Background: an optimization exercise with open tools, aiming at small area. Do not read the settings as production practice. RTL that was checked went through simulation tests only; none was proved equivalent to the original. No activity file was given, so power comes from the tool's default toggle rates. No driver is modelled on the clock port, so clocking that relies on it looks cheaper here than on a real chip.

== job 9528 ==
==> flow/design.v (excerpt) <==
module modbus_rtu_register_slave (
    input  logic        i_clk,
    input  logic        i_rst_n,
    input  logic        i_cfg_wr_en,
    input  logic [7:0]  i_cfg_wr_data,
    input  logic        i_valid,
    output logic        o_ready,
    input  logic [1:0]  i_func,
    input  logic [7:0]  i_rx_byte,
    input  logic        i_frame_end,
    input  logic [3:0]  i_host_index,
    input  logic [15:0] i_host_value,
    output logic        o_valid,
    input  logic        i_ready,
    output logic        o_kind,
    output logic [7:0]  o_tx_byte,
    output logic        o_last,
    output logic [15:0] o_read_value
);
For scale: ~1100 cells after synthesis, roughly 0.015 mm² of cells after synthesis.
clock: 10.0 ns
lec_check: 0
cap_margin: 20
core_margin: 2
core_utilization: 40
slew_margin: 20
standard.sh (not shown) runs the stock make flow with config.mk's settings and CLKGATE_MAP_FILE= SYNTH_SCRIPT=/design/flow/synth_recipe.tcl, a recipe that flattens the netlist after the stock synthesis.
==> flow/flow/run.sh <==
#!/bin/bash
# Own layout flow: the standard synthesis, then an area-oriented re-mapping of the
# combinational cells (registers kept as they are, same instances and names), then the
# standard ORFS layout with smaller port buffers and a coarser clock tree without dummy loads.
# Each tool writes its full output to its own log file in the work folder.
set -euo pipefail
WORK=$(pwd)
RES=$WORK/orfs/results/$FLOW_PLATFORM/modbus_rtu_register_slave/base
LIB=$FLOW_HOME/platforms/$FLOW_PLATFORM/lib/sky130_fd_sc_hd__tt_025C_1v80.lib
CTS_SET=$(cat "$WORK/flow/cts.args")

bash standard.sh synth > "$WORK/flow_synth.log" 2>&1

cp "$RES/1_2_yosys.v" "$WORK/synth_standard.v"
if ! grep -oE "sky130_fd_sc_hd__[a-z0-9_]+" "$WORK/synth_standard.v" | sort -u \
      | grep -E "__(df|edf|sdf|dl|sedf)" | grep -qvE "__(dfxtp_1|edfxtp_1)$"; then
  best=""
  best_area=""
  for seed in 1 2 3 4; do
    sed -e "s#@SEED@#$seed#g" "$WORK/flow/remap.abc" > "$WORK/remap_$seed.abc"
    sed -e "s#@LIB@#$LIB#g" -e "s#@IN@#$WORK/synth_standard.v#g" -e "s#@OUT@#$WORK/synth_remap_$seed.v#g" \
        -e "s#@FLOW@#$WORK/flow#g" -e "s#@ABC@#$WORK/remap_$seed.abc#g" \
        "$WORK/flow/remap.ys" > "$WORK/remap_$seed.ys"
    (timeout 1800 yosys -s "$WORK/remap_$seed.ys" > "$WORK/flow_remap_$seed.log" 2>&1 || true) &
  done
  wait
  for seed in 1 2 3 4; do
    if [[ -s "$WORK/synth_remap_$seed.v" ]] && grep -q "Found and reported 0 problems" "$WORK/flow_remap_$seed.log"; then
      area=$(grep "Chip area" "$WORK/flow_remap_$seed.log" | tail -1 | awk '{print $NF}')
      echo "seed $seed: $area" >> "$WORK/flow_remap_pick.log"
      if [[ -z "$best" ]] || awk -v a="$area" -v b="$best_area" 'BEGIN{exit !(a < b)}'; then
        best=$seed
        best_area=$area
      fi
    fi
  done
  if [[ -n "$best" ]]; then
    echo "picked seed $best: $best_area" >> "$WORK/flow_remap_pick.log"
    cp "$WORK/synth_remap_$best.v" "$RES/1_2_yosys.v"
    rm -f "$RES/1_synth.odb" "$RES/1_synth.sdc"
  fi
fi

bash standard.sh \
  "BUFFER_PORTS_ARGS=-buffer_cell sky130_fd_sc_hd__buf_1" \
  "CTS_ARGS=-sink_clustering_enable -repair_clock_nets -dont_use_dummy_load $CTS_SET" \
  finish > "$WORK/flow_layout.log" 2>&1
==> flow/flow/cts.args <==
-sink_clustering_size 18 -sink_clustering_max_diameter 50 -buf_list sky130_fd_sc_hd__clkbuf_8
==> flow/flow/remap.ys <==
# Re-map the combinational cells of the standard synthesis for area; registers are
# blackboxes here, so their instances, names and cell types stay as synthesis made them.
read_verilog @FLOW@/stubs.v
read_liberty -ignore_redef -ignore_miss_func @LIB@
read_verilog @IN@
hierarchy -top modbus_rtu_register_slave
flatten
opt_clean
stat -liberty @LIB@
abc -liberty @LIB@ -script @ABC@ -dont_use sky130_fd_sc_hd__probe_p_8 -dont_use sky130_fd_sc_hd__probec_p_8 -dont_use sky130_fd_sc_hd__lpflow_bleeder_1 -dont_use sky130_fd_sc_hd__lpflow_clkbufkapwr_1 -dont_use sky130_fd_sc_hd__lpflow_clkbufkapwr_16 -dont_use sky130_fd_sc_hd__lpflow_clkbufkapwr_2 -dont_use sky130_fd_sc_hd__lpflow_clkbufkapwr_4 -dont_use sky130_fd_sc_hd__lpflow_clkbufkapwr_8 -dont_use sky130_fd_sc_hd__lpflow_clkinvkapwr_1 -dont_use sky130_fd_sc_hd__lpflow_clkinvkapwr_16 -dont_use sky130_fd_sc_hd__lpflow_clkinvkapwr_2 -dont_use sky130_fd_sc_hd__lpflow_clkinvkapwr_4 -dont_use sky130_fd_sc_hd__lpflow_clkinvkapwr_8 -dont_use sky130_fd_sc_hd__lpflow_decapkapwr_12 -dont_use sky130_fd_sc_hd__lpflow_decapkapwr_3 -dont_use sky130_fd_sc_hd__lpflow_decapkapwr_4 -dont_use sky130_fd_sc_hd__lpflow_decapkapwr_6 -dont_use sky130_fd_sc_hd__lpflow_decapkapwr_8 -dont_use sky130_fd_sc_hd__lpflow_inputiso0n_1 -dont_use sky130_fd_sc_hd__lpflow_inputiso0p_1 -dont_use sky130_fd_sc_hd__lpflow_inputiso1n_1 -dont_use sky130_fd_sc_hd__lpflow_inputiso1p_1 -dont_use sky130_fd_sc_hd__lpflow_inputisolatch_1 -dont_use sky130_fd_sc_hd__lpflow_isobufsrc_1 -dont_use sky130_fd_sc_hd__lpflow_isobufsrc_16 -dont_use sky130_fd_sc_hd__lpflow_isobufsrc_2 -dont_use sky130_fd_sc_hd__lpflow_isobufsrc_4 -dont_use sky130_fd_sc_hd__lpflow_isobufsrc_8 -dont_use sky130_fd_sc_hd__lpflow_isobufsrckapwr_16 -dont_use sky130_fd_sc_hd__lpflow_lsbuf_lh_hl_isowell_tap_1 -dont_use sky130_fd_sc_hd__lpflow_lsbuf_lh_hl_isowell_tap_2 -dont_use sky130_fd_sc_hd__lpflow_lsbuf_lh_hl_isowell_tap_4 -dont_use sky130_fd_sc_hd__lpflow_lsbuf_lh_isowell_4 -dont_use sky130_fd_sc_hd__lpflow_lsbuf_lh_isowell_tap_1 -dont_use sky130_fd_sc_hd__lpflow_lsbuf_lh_isowell_tap_2 -dont_use sky130_fd_sc_hd__lpflow_lsbuf_lh_isowell_tap_4 
read_liberty -lib -ignore_redef @LIB@
splitnets
opt_clean -purge
hilomap -singleton -hicell sky130_fd_sc_hd__conb_1 HI -locell sky130_fd_sc_hd__conb_1 LO
insbuf -buf sky130_fd_sc_hd__buf_4 A X
hierarchy -top modbus_rtu_register_slave
check -assert
stat -liberty @LIB@
write_verilog -noattr -nohex -nodec @OUT@
Other scripts of this flow, unchanged in this note and not shown: flow/flow/README.md, flow/flow/remap.abc, flow/flow/stubs.v
The following lists how job 747 was set up differently from job 9528:
Settings: CORE_UTILIZATION: 40 -> 55; PLACE_DENSITY: unset -> 0.75.
==> flow/flow/cts.args <==
-sink_clustering_size 22 -sink_clustering_max_diameter 50 -buf_list sky130_fd_sc_hd__clkbuf_8
--- a/flow/flow/remap.ys
+++ b/flow/flow/remap.ys
@@ -7,3 +7,4 @@
 flatten
-opt_clean
+rename -hide w:*.*
+opt_clean -purge
 stat -liberty @LIB@
- On combinational power, job 9528 and job 747 are basically level.
- In the reports for job 9528 and job 747, the larger net switching power figure belongs to job 9528.
- A cell with the largest stage delay on the worst path of sky130_fd_sc_hd__buf_1 is what job 747 shows, while sky130_fd_sc_hd__o21ai_0 belongs to job 9528.
- [job 747 vs job 9528] number of cells produced by synthesis: lower in job 747
- Cmp job 9528 and job 747 / detailed-routed wire length on met2 / higher: job 747
- Looking at job 9528 and job 747, the global-route met3 utilization is a wash.
- The run with more setup slack is job 747; job 9528 has less.
For job 9370, these inputs were changed with respect to job 747:
Settings: clearing PLACE_DENSITY, which used to be 0.75; swapping 55 for 40 in CORE_UTILIZATION.
==> flow/flow/cts.args <==
-sink_clustering_size 32 -sink_clustering_max_diameter 100 -buf_list sky130_fd_sc_hd__clkbuf_16
--- a/flow/flow/remap.ys
+++ b/flow/flow/remap.ys
@@ -7,4 +7,3 @@
 flatten
-rename -hide w:*.*
-opt_clean -purge
+opt_clean
 stat -liberty @LIB@
Notes after the runs:
- Job 9370 completed; timing, DRC and antenna clean
- Destination of the critical timing path: r_c[5] -> job 9370, o_ready -> job 747
- Compared with job 747, job 9370 shows a higher first-pass GRT wire length.
- Going from job 747 to job 9370, peak ir drop on the vdd network moved down, total of max-cap violations did not really move.
- Setup slack of the critical path after layout is lower on job 9370
- Run comparison: job 747 highest signal layer in the routed design met4; job 9370 highest signal layer in the routed design met5
Input-level comparison between job 1885 and job 9370:
==> flow/flow/cts.args <==
-sink_clustering_size 20 -sink_clustering_max_diameter 60 -buf_list {sky130_fd_sc_hd__clkbuf_4 sky130_fd_sc_hd__clkbuf_8 sky130_fd_sc_hd__clkbuf_16}
--- a/flow/flow/remap.ys
+++ b/flow/flow/remap.ys
@@ -7,3 +7,4 @@
 flatten
-opt_clean
+rename -hide w:*.*
+opt_clean -purge
 stat -liberty @LIB@
Findings:
- Fraction of final layout cells with drive strength greater than 1 (job 1885 over job 9370): increase, 1.2 points
- When job 1885 is set beside job 9370, its die width turns out to be 0.69% smaller.
- Reported for job 1885 and job 9370, total of max-cap violations turned out identical to the last digit.
- Run comparison: job 9370 most used routing layer met1; job 1885 most used routing layer met2
- Sort job 1885 and job 9370 by total track usage, descending, and job 1885 comes first.
- Compared with job 9370, average via count per standard cell in job 1885 increased slightly.
- Ratio of final minimum period to clock period in job 1885 is 2.4 points below job 9370.
- The total power of job 1885 exceeds that of job 9370 by 0.38 mW.
- Job 1885: count of plain and timing-repair buffers in the layout lower than job 9370
- Job 9370 has lower global routing usage on met3 than job 1885.
- Job 1885 and job 9370 ended up with nearly the same hold slack.
- The timing-limited maximum frequency in job 9370 is 0.949 times that in job 1885.
No run of this note included a check of the RTL's function; only the layout flow was run.

modbus_rtu_register_slave, a different RTL version from the one above (not shown whole).
Size in the first run: roughly 1200 cells after synthesis, ~600 flip-flops, ~72 I/O pins, roughly 0.016 mm2 of cells after synthesis.
==> flow/config.mk <==
export PLATFORM = sky130hd
export DESIGN_NAME = modbus_rtu_register_slave
export DESIGN_NICKNAME = modbus_rtu_register_slave
export VERILOG_FILES = /design/flow/design.v
export SDC_FILE = /design/flow/constraint.sdc
export NUM_CORES = 4
export LEC_CHECK = 0
export CAP_MARGIN = 20
export CORE_MARGIN = 2
export CORE_UTILIZATION = 40
export CTS_BUF_LIST = sky130_fd_sc_hd__clkbuf_16
export CTS_CLUSTER_DIAMETER = 100
export CTS_CLUSTER_SIZE = 30
export SLEW_MARGIN = 20
==> flow/constraint.sdc <==
create_clock -name core_clock -period 10.0 [get_ports {i_clk}]
set_input_delay 2.0000 -clock core_clock [delete_from_list [all_inputs] [get_ports {i_clk}]]
set_output_delay 2.0000 -clock core_clock [all_outputs]
set_load 0.01 [all_outputs]
run.sh (not shown) runs the stock make flow with config.mk's settings and CLKGATE_MAP_FILE= SYNTH_SCRIPT=/design/flow/synth_recipe.tcl, a recipe that flattens the netlist after the stock synthesis.
Stock flow here: none of the scripts above is used.
Rerun with:
- CTS_BUF_LIST: sky130_fd_sc_hd__clkbuf_16 -> sky130_fd_sc_hd__clkbuf_8
- CTS_CLUSTER_DIAMETER: 100 -> 60
- CTS_CLUSTER_SIZE: 30 -> 16
Maximum frequency barely changes.
Wire length went up by 1.4%.
Power climbs by 2.9%.
Worst setup slack is about the same.

v5:
modbus_rtu_register_slave again, from the RTL that the note above started with.
Settings: LEC_CHECK=0, CAP_MARGIN=20, CORE_MARGIN=2, CORE_UTILIZATION=40, SLEW_MARGIN=20; clock period 10.0 ns.
standard.sh (not shown) runs the stock make flow with config.mk's settings and CLKGATE_MAP_FILE= SYNTH_SCRIPT=/design/flow/synth_recipe.tcl, a recipe that flattens the netlist after the stock synthesis.
==> flow/flow/run.sh <==
#!/bin/bash
# Own layout flow: the standard synthesis, then an area-oriented re-mapping of the
# combinational cells (registers kept as they are, same instances and names), then the
# standard ORFS layout with smaller port buffers and a coarser clock tree without dummy loads.
# Each tool writes its full output to its own log file in the work folder.
set -euo pipefail
WORK=$(pwd)
RES=$WORK/orfs/results/$FLOW_PLATFORM/modbus_rtu_register_slave/base
LIB=$FLOW_HOME/platforms/$FLOW_PLATFORM/lib/sky130_fd_sc_hd__tt_025C_1v80.lib

bash standard.sh synth > "$WORK/flow_synth.log" 2>&1

# re-map combinational logic only if the netlist holds no register type the stubs lack
cp "$RES/1_2_yosys.v" "$WORK/synth_standard.v"
if ! grep -oE "sky130_fd_sc_hd__[a-z0-9_]+" "$WORK/synth_standard.v" | sort -u \
      | grep -E "__(df|edf|sdf|dl|sedf)" | grep -qvE "__(dfxtp_1|edfxtp_1)$"; then
  sed -e "s#@LIB@#$LIB#g" -e "s#@IN@#$WORK/synth_standard.v#g" -e "s#@OUT@#$WORK/synth_remap.v#g" \
      -e "s#@FLOW@#$WORK/flow#g" "$WORK/flow/remap.ys" > "$WORK/remap_run.ys"
  if timeout 1800 yosys -s "$WORK/remap_run.ys" > "$WORK/flow_remap.log" 2>&1 \
      && [[ -s "$WORK/synth_remap.v" ]]; then
    before=$(grep "Chip area" "$WORK/flow_remap.log" | head -1 | awk '{print $NF}')
    after=$(grep "Chip area" "$WORK/flow_remap.log" | tail -1 | awk '{print $NF}')
    echo "remap: $before -> $after" >> "$WORK/flow_remap.log"
    cp "$WORK/synth_remap.v" "$RES/1_2_yosys.v"
    rm -f "$RES/1_synth.odb" "$RES/1_synth.sdc"
  fi
fi

bash standard.sh \
  "BUFFER_PORTS_ARGS=-buffer_cell sky130_fd_sc_hd__buf_1" \
  "CTS_ARGS=-sink_clustering_enable -repair_clock_nets -sink_clustering_size 32 -sink_clustering_max_diameter 100 -buf_list sky130_fd_sc_hd__clkbuf_16 -dont_use_dummy_load" \
  finish > "$WORK/flow_layout.log" 2>&1
==> flow/flow/remap.ys <==
# Re-map the combinational cells of the standard synthesis for area; registers are
# blackboxes here, so their instances, names and cell types stay as synthesis made them.
read_verilog @FLOW@/stubs.v
read_liberty -ignore_redef -ignore_miss_func @LIB@
read_verilog @IN@
hierarchy -top modbus_rtu_register_slave
flatten
opt_clean
stat -liberty @LIB@
abc -liberty @LIB@ -script @FLOW@/remap.abc -dont_use sky130_fd_sc_hd__probe_p_8 -dont_use sky130_fd_sc_hd__probec_p_8 -dont_use sky130_fd_sc_hd__lpflow_bleeder_1 -dont_use sky130_fd_sc_hd__lpflow_clkbufkapwr_1 -dont_use sky130_fd_sc_hd__lpflow_clkbufkapwr_16 -dont_use sky130_fd_sc_hd__lpflow_clkbufkapwr_2 -dont_use sky130_fd_sc_hd__lpflow_clkbufkapwr_4 -dont_use sky130_fd_sc_hd__lpflow_clkbufkapwr_8 -dont_use sky130_fd_sc_hd__lpflow_clkinvkapwr_1 -dont_use sky130_fd_sc_hd__lpflow_clkinvkapwr_16 -dont_use sky130_fd_sc_hd__lpflow_clkinvkapwr_2 -dont_use sky130_fd_sc_hd__lpflow_clkinvkapwr_4 -dont_use sky130_fd_sc_hd__lpflow_clkinvkapwr_8 -dont_use sky130_fd_sc_hd__lpflow_decapkapwr_12 -dont_use sky130_fd_sc_hd__lpflow_decapkapwr_3 -dont_use sky130_fd_sc_hd__lpflow_decapkapwr_4 -dont_use sky130_fd_sc_hd__lpflow_decapkapwr_6 -dont_use sky130_fd_sc_hd__lpflow_decapkapwr_8 -dont_use sky130_fd_sc_hd__lpflow_inputiso0n_1 -dont_use sky130_fd_sc_hd__lpflow_inputiso0p_1 -dont_use sky130_fd_sc_hd__lpflow_inputiso1n_1 -dont_use sky130_fd_sc_hd__lpflow_inputiso1p_1 -dont_use sky130_fd_sc_hd__lpflow_inputisolatch_1 -dont_use sky130_fd_sc_hd__lpflow_isobufsrc_1 -dont_use sky130_fd_sc_hd__lpflow_isobufsrc_16 -dont_use sky130_fd_sc_hd__lpflow_isobufsrc_2 -dont_use sky130_fd_sc_hd__lpflow_isobufsrc_4 -dont_use sky130_fd_sc_hd__lpflow_isobufsrc_8 -dont_use sky130_fd_sc_hd__lpflow_isobufsrckapwr_16 -dont_use sky130_fd_sc_hd__lpflow_lsbuf_lh_hl_isowell_tap_1 -dont_use sky130_fd_sc_hd__lpflow_lsbuf_lh_hl_isowell_tap_2 -dont_use sky130_fd_sc_hd__lpflow_lsbuf_lh_hl_isowell_tap_4 -dont_use sky130_fd_sc_hd__lpflow_lsbuf_lh_isowell_4 -dont_use sky130_fd_sc_hd__lpflow_lsbuf_lh_isowell_tap_1 -dont_use sky130_fd_sc_hd__lpflow_lsbuf_lh_isowell_tap_2 -dont_use sky130_fd_sc_hd__lpflow_lsbuf_lh_isowell_tap_4 
read_liberty -lib -ignore_redef @LIB@
splitnets
opt_clean -purge
hilomap -singleton -hicell sky130_fd_sc_hd__conb_1 HI -locell sky130_fd_sc_hd__conb_1 LO
insbuf -buf sky130_fd_sc_hd__buf_4 A X
hierarchy -top modbus_rtu_register_slave
check -assert
stat -liberty @LIB@
write_verilog -noattr -nohex -nodec @OUT@
Other scripts of this flow, unchanged in this note and not shown: flow/flow/remap.abc, flow/flow/stubs.v
v5: done, clean on timing, DRC and antenna
Changes in v56 relative to v5:
diff --git a/flow/flow/run.sh b/flow/flow/run.sh
--- a/flow/flow/run.sh
+++ b/flow/flow/run.sh
@@ -30,3 +30,3 @@
   "BUFFER_PORTS_ARGS=-buffer_cell sky130_fd_sc_hd__buf_1" \
-  "CTS_ARGS=-sink_clustering_enable -repair_clock_nets -sink_clustering_size 32 -sink_clustering_max_diameter 100 -buf_list sky130_fd_sc_hd__clkbuf_16 -dont_use_dummy_load" \
+  "CTS_ARGS=-sink_clustering_enable -repair_clock_nets -sink_clustering_size 16 -sink_clustering_max_diameter 60 -buf_list sky130_fd_sc_hd__clkbuf_8 -dont_use_dummy_load" \
   finish > "$WORK/flow_layout.log" 2>&1
diff --git a/flow/flow/remap.ys b/flow/flow/remap.ys
--- a/flow/flow/remap.ys
+++ b/flow/flow/remap.ys
@@ -10,3 +10,2 @@
 abc -liberty @LIB@ -script @FLOW@/remap.abc -dont_use sky130_fd_sc_hd__probe_p_8 -dont_use sky130_fd_sc_hd__probec_p_8 -dont_use sky130_fd_sc_hd__lpflow_bleeder_1 -dont_use sky130_fd_sc_hd__lpflow_clkbufkapwr_1 -dont_use sky130_fd_sc_hd__lpflow_clkbufkapwr_16 -dont_use sky130_fd_sc_hd__lpflow_clkbufkapwr_2 -dont_use sky130_fd_sc_hd__lpflow_clkbufkapwr_4 -dont_use sky130_fd_sc_hd__lpflow_clkbufkapwr_8 -dont_use sky130_fd_sc_hd__lpflow_clkinvkapwr_1 -dont_use sky130_fd_sc_hd__lpflow_clkinvkapwr_16 -dont_use sky130_fd_sc_hd__lpflow_clkinvkapwr_2 -dont_use sky130_fd_sc_hd__lpflow_clkinvkapwr_4 -dont_use sky130_fd_sc_hd__lpflow_clkinvkapwr_8 -dont_use sky130_fd_sc_hd__lpflow_decapkapwr_12 -dont_use sky130_fd_sc_hd__lpflow_decapkapwr_3 -dont_use sky130_fd_sc_hd__lpflow_decapkapwr_4 -dont_use sky130_fd_sc_hd__lpflow_decapkapwr_6 -dont_use sky130_fd_sc_hd__lpflow_decapkapwr_8 -dont_use sky130_fd_sc_hd__lpflow_inputiso0n_1 -dont_use sky130_fd_sc_hd__lpflow_inputiso0p_1 -dont_use sky130_fd_sc_hd__lpflow_inputiso1n_1 -dont_use sky130_fd_sc_hd__lpflow_inputiso1p_1 -dont_use sky130_fd_sc_hd__lpflow_inputisolatch_1 -dont_use sky130_fd_sc_hd__lpflow_isobufsrc_1 -dont_use sky130_fd_sc_hd__lpflow_isobufsrc_16 -dont_use sky130_fd_sc_hd__lpflow_isobufsrc_2 -dont_use sky130_fd_sc_hd__lpflow_isobufsrc_4 -dont_use sky130_fd_sc_hd__lpflow_isobufsrc_8 -dont_use sky130_fd_sc_hd__lpflow_isobufsrckapwr_16 -dont_use sky130_fd_sc_hd__lpflow_lsbuf_lh_hl_isowell_tap_1 -dont_use sky130_fd_sc_hd__lpflow_lsbuf_lh_hl_isowell_tap_2 -dont_use sky130_fd_sc_hd__lpflow_lsbuf_lh_hl_isowell_tap_4 -dont_use sky130_fd_sc_hd__lpflow_lsbuf_lh_isowell_4 -dont_use sky130_fd_sc_hd__lpflow_lsbuf_lh_isowell_tap_1 -dont_use sky130_fd_sc_hd__lpflow_lsbuf_lh_isowell_tap_2 -dont_use sky130_fd_sc_hd__lpflow_lsbuf_lh_isowell_tap_4 
-read_liberty -lib -ignore_redef @LIB@
 splitnets
Results
- The overall global routing resource usage reported for v56 is greater than that of v5 by 1.2 points.
- Routing usage on met2, v5 and v56: higher on v56
- Core util | v56 vs v5 | v56 lower
- v56 has more setup slack than v5.
- Relative to v5, length in cells of the worst reg-to-reg path decreased by 5 in v56.
- Diff v5 -> v56 | average size of a mapped cell | increase of about 4%
The inputs of v32 differ from those of v56 as listed below.
diff --git a/flow/flow/run.sh b/flow/flow/run.sh
--- a/flow/flow/run.sh
+++ b/flow/flow/run.sh
@@ -30,3 +30,3 @@
   "BUFFER_PORTS_ARGS=-buffer_cell sky130_fd_sc_hd__buf_1" \
-  "CTS_ARGS=-sink_clustering_enable -repair_clock_nets -sink_clustering_size 16 -sink_clustering_max_diameter 60 -buf_list sky130_fd_sc_hd__clkbuf_8 -dont_use_dummy_load" \
+  "CTS_ARGS=-sink_clustering_enable -repair_clock_nets -sink_clustering_size 22 -sink_clustering_max_diameter 70 -buf_list sky130_fd_sc_hd__clkbuf_8 -dont_use_dummy_load" \
   finish > "$WORK/flow_layout.log" 2>&1
diff --git a/flow/flow/remap.ys b/flow/flow/remap.ys
--- a/flow/flow/remap.ys
+++ b/flow/flow/remap.ys
@@ -10,2 +10,3 @@
 abc -liberty @LIB@ -script @FLOW@/remap.abc -dont_use sky130_fd_sc_hd__probe_p_8 -dont_use sky130_fd_sc_hd__probec_p_8 -dont_use sky130_fd_sc_hd__lpflow_bleeder_1 -dont_use sky130_fd_sc_hd__lpflow_clkbufkapwr_1 -dont_use sky130_fd_sc_hd__lpflow_clkbufkapwr_16 -dont_use sky130_fd_sc_hd__lpflow_clkbufkapwr_2 -dont_use sky130_fd_sc_hd__lpflow_clkbufkapwr_4 -dont_use sky130_fd_sc_hd__lpflow_clkbufkapwr_8 -dont_use sky130_fd_sc_hd__lpflow_clkinvkapwr_1 -dont_use sky130_fd_sc_hd__lpflow_clkinvkapwr_16 -dont_use sky130_fd_sc_hd__lpflow_clkinvkapwr_2 -dont_use sky130_fd_sc_hd__lpflow_clkinvkapwr_4 -dont_use sky130_fd_sc_hd__lpflow_clkinvkapwr_8 -dont_use sky130_fd_sc_hd__lpflow_decapkapwr_12 -dont_use sky130_fd_sc_hd__lpflow_decapkapwr_3 -dont_use sky130_fd_sc_hd__lpflow_decapkapwr_4 -dont_use sky130_fd_sc_hd__lpflow_decapkapwr_6 -dont_use sky130_fd_sc_hd__lpflow_decapkapwr_8 -dont_use sky130_fd_sc_hd__lpflow_inputiso0n_1 -dont_use sky130_fd_sc_hd__lpflow_inputiso0p_1 -dont_use sky130_fd_sc_hd__lpflow_inputiso1n_1 -dont_use sky130_fd_sc_hd__lpflow_inputiso1p_1 -dont_use sky130_fd_sc_hd__lpflow_inputisolatch_1 -dont_use sky130_fd_sc_hd__lpflow_isobufsrc_1 -dont_use sky130_fd_sc_hd__lpflow_isobufsrc_16 -dont_use sky130_fd_sc_hd__lpflow_isobufsrc_2 -dont_use sky130_fd_sc_hd__lpflow_isobufsrc_4 -dont_use sky130_fd_sc_hd__lpflow_isobufsrc_8 -dont_use sky130_fd_sc_hd__lpflow_isobufsrckapwr_16 -dont_use sky130_fd_sc_hd__lpflow_lsbuf_lh_hl_isowell_tap_1 -dont_use sky130_fd_sc_hd__lpflow_lsbuf_lh_hl_isowell_tap_2 -dont_use sky130_fd_sc_hd__lpflow_lsbuf_lh_hl_isowell_tap_4 -dont_use sky130_fd_sc_hd__lpflow_lsbuf_lh_isowell_4 -dont_use sky130_fd_sc_hd__lpflow_lsbuf_lh_isowell_tap_1 -dont_use sky130_fd_sc_hd__lpflow_lsbuf_lh_isowell_tap_2 -dont_use sky130_fd_sc_hd__lpflow_lsbuf_lh_isowell_tap_4 
+read_liberty -lib -ignore_redef @LIB@
 splitnets
Results
v32 finished end to end and its layout was clean on timing, DRC and antenna. The least setup slack across all paths after layout of v32 falls short of that of v56 by 45 ps. | detailed route wirelength on metal3 | v56 vs v32 | ≈ equal |. Diff v56 -> v32 | routed length per placed instance | down by a little under 10%. Cell count along the critical path: v32 > v56.
Setup changes, v32 to v34
diff --git a/flow/flow/run.sh b/flow/flow/run.sh
--- a/flow/flow/run.sh
+++ b/flow/flow/run.sh
@@ -30,3 +30,3 @@
   "BUFFER_PORTS_ARGS=-buffer_cell sky130_fd_sc_hd__buf_1" \
-  "CTS_ARGS=-sink_clustering_enable -repair_clock_nets -sink_clustering_size 22 -sink_clustering_max_diameter 70 -buf_list sky130_fd_sc_hd__clkbuf_8 -dont_use_dummy_load" \
+  "CTS_ARGS=-sink_clustering_enable -repair_clock_nets -sink_clustering_size 16 -sink_clustering_max_diameter 60 -buf_list sky130_fd_sc_hd__clkbuf_8 -dont_use_dummy_load" \
   finish > "$WORK/flow_layout.log" 2>&1
### Flow results
- As of v34, post-route total power had risen by a few percent compared to v32.
- Route | v34 vs v32 | wire shorter in v34
- In terms of number of buffers and inverters on the critical path, v34 and v32 differ only marginally.
- Diff v34..v32 | share of cell area taken by multi-input logic gates | negligible
- v34 vs v32 — share of layout cells above drive strength 1 rose 0.76 points.
- | highest attainable clock frequency | v34 vs v32 | ≈ equal |
- In the metrics for v34 and v32, the one carrying the higher clock skew is v32.
- Cell row count came out exactly the same in v34 and v32.
- Between v34 and v32, it is v34 whose worst setup slack is higher, by 3.3 ps.
- v34 against v32: mean routed wirelength per cell down 0.98%; total met3 wirelength after detailed routing flat.

[afterwards: timing with drivers on the ports]
The flow's constraints put no driver on any port. The routed layouts listed below were extracted and timed again, unchanged, in two steps. Step 1 (the two cells are an assumption about what drives the block):
set clk [get_ports {i_clk}]
set_driving_cell -lib_cell sky130_fd_sc_hd__clkbuf_16 $clk
set_driving_cell -lib_cell sky130_fd_sc_hd__buf_2 [delete_from_list [all_inputs] $clk]
Step 2 adds t to the input delays and takes it off the output delays; t is the mean of the earliest and latest rising clock arrival at the registers after step 1. Input paths then give back, and output paths get back, about the clock's delay inside the block. Three values: no drivers, after step 1, after step 2; two values: the first two.
run	t (ns)	setup slack, ns	hold WS [ns]
job 9528	0.602	5.349 / 5.349 / 5.038	0.288 / 0.288 / 0.288
job 747	0.595	5.617 / 5.597 / 5.150	0.263 / 0.263 / 0.263
job 9370	0.572	5.332 / 5.332 / 5.057	0.295 / 0.295 / 0.295
job 1885	0.570	5.569 / 5.549 / 5.211	0.295 / 0.295 / 0.295
the first run of note 2	0.615	4.828 / 4.802 / 4.745	0.303 / 0.303 / 0.303
the second run of note 2	0.663	4.826 / 4.800 / 4.747	0.305 / 0.305 / 0.305
v5	0.581	5.508 / 5.488 / 5.252	0.322 / 0.322 / 0.322
v56	0.636	5.550 / 5.528 / 5.008	0.290 / 0.290 / 0.290
v32	0.598	5.505 / 5.485 / 5.180	0.263 / 0.263 / 0.263
v34	0.613	5.508 / 5.488 / 5.222	0.301 / 0.301 / 0.301
After both steps setup and hold are still met in every run listed. For v56, which loses most, drivers alone change the setup slack by -0.022 ns; drivers and shift together by -0.542 ns.
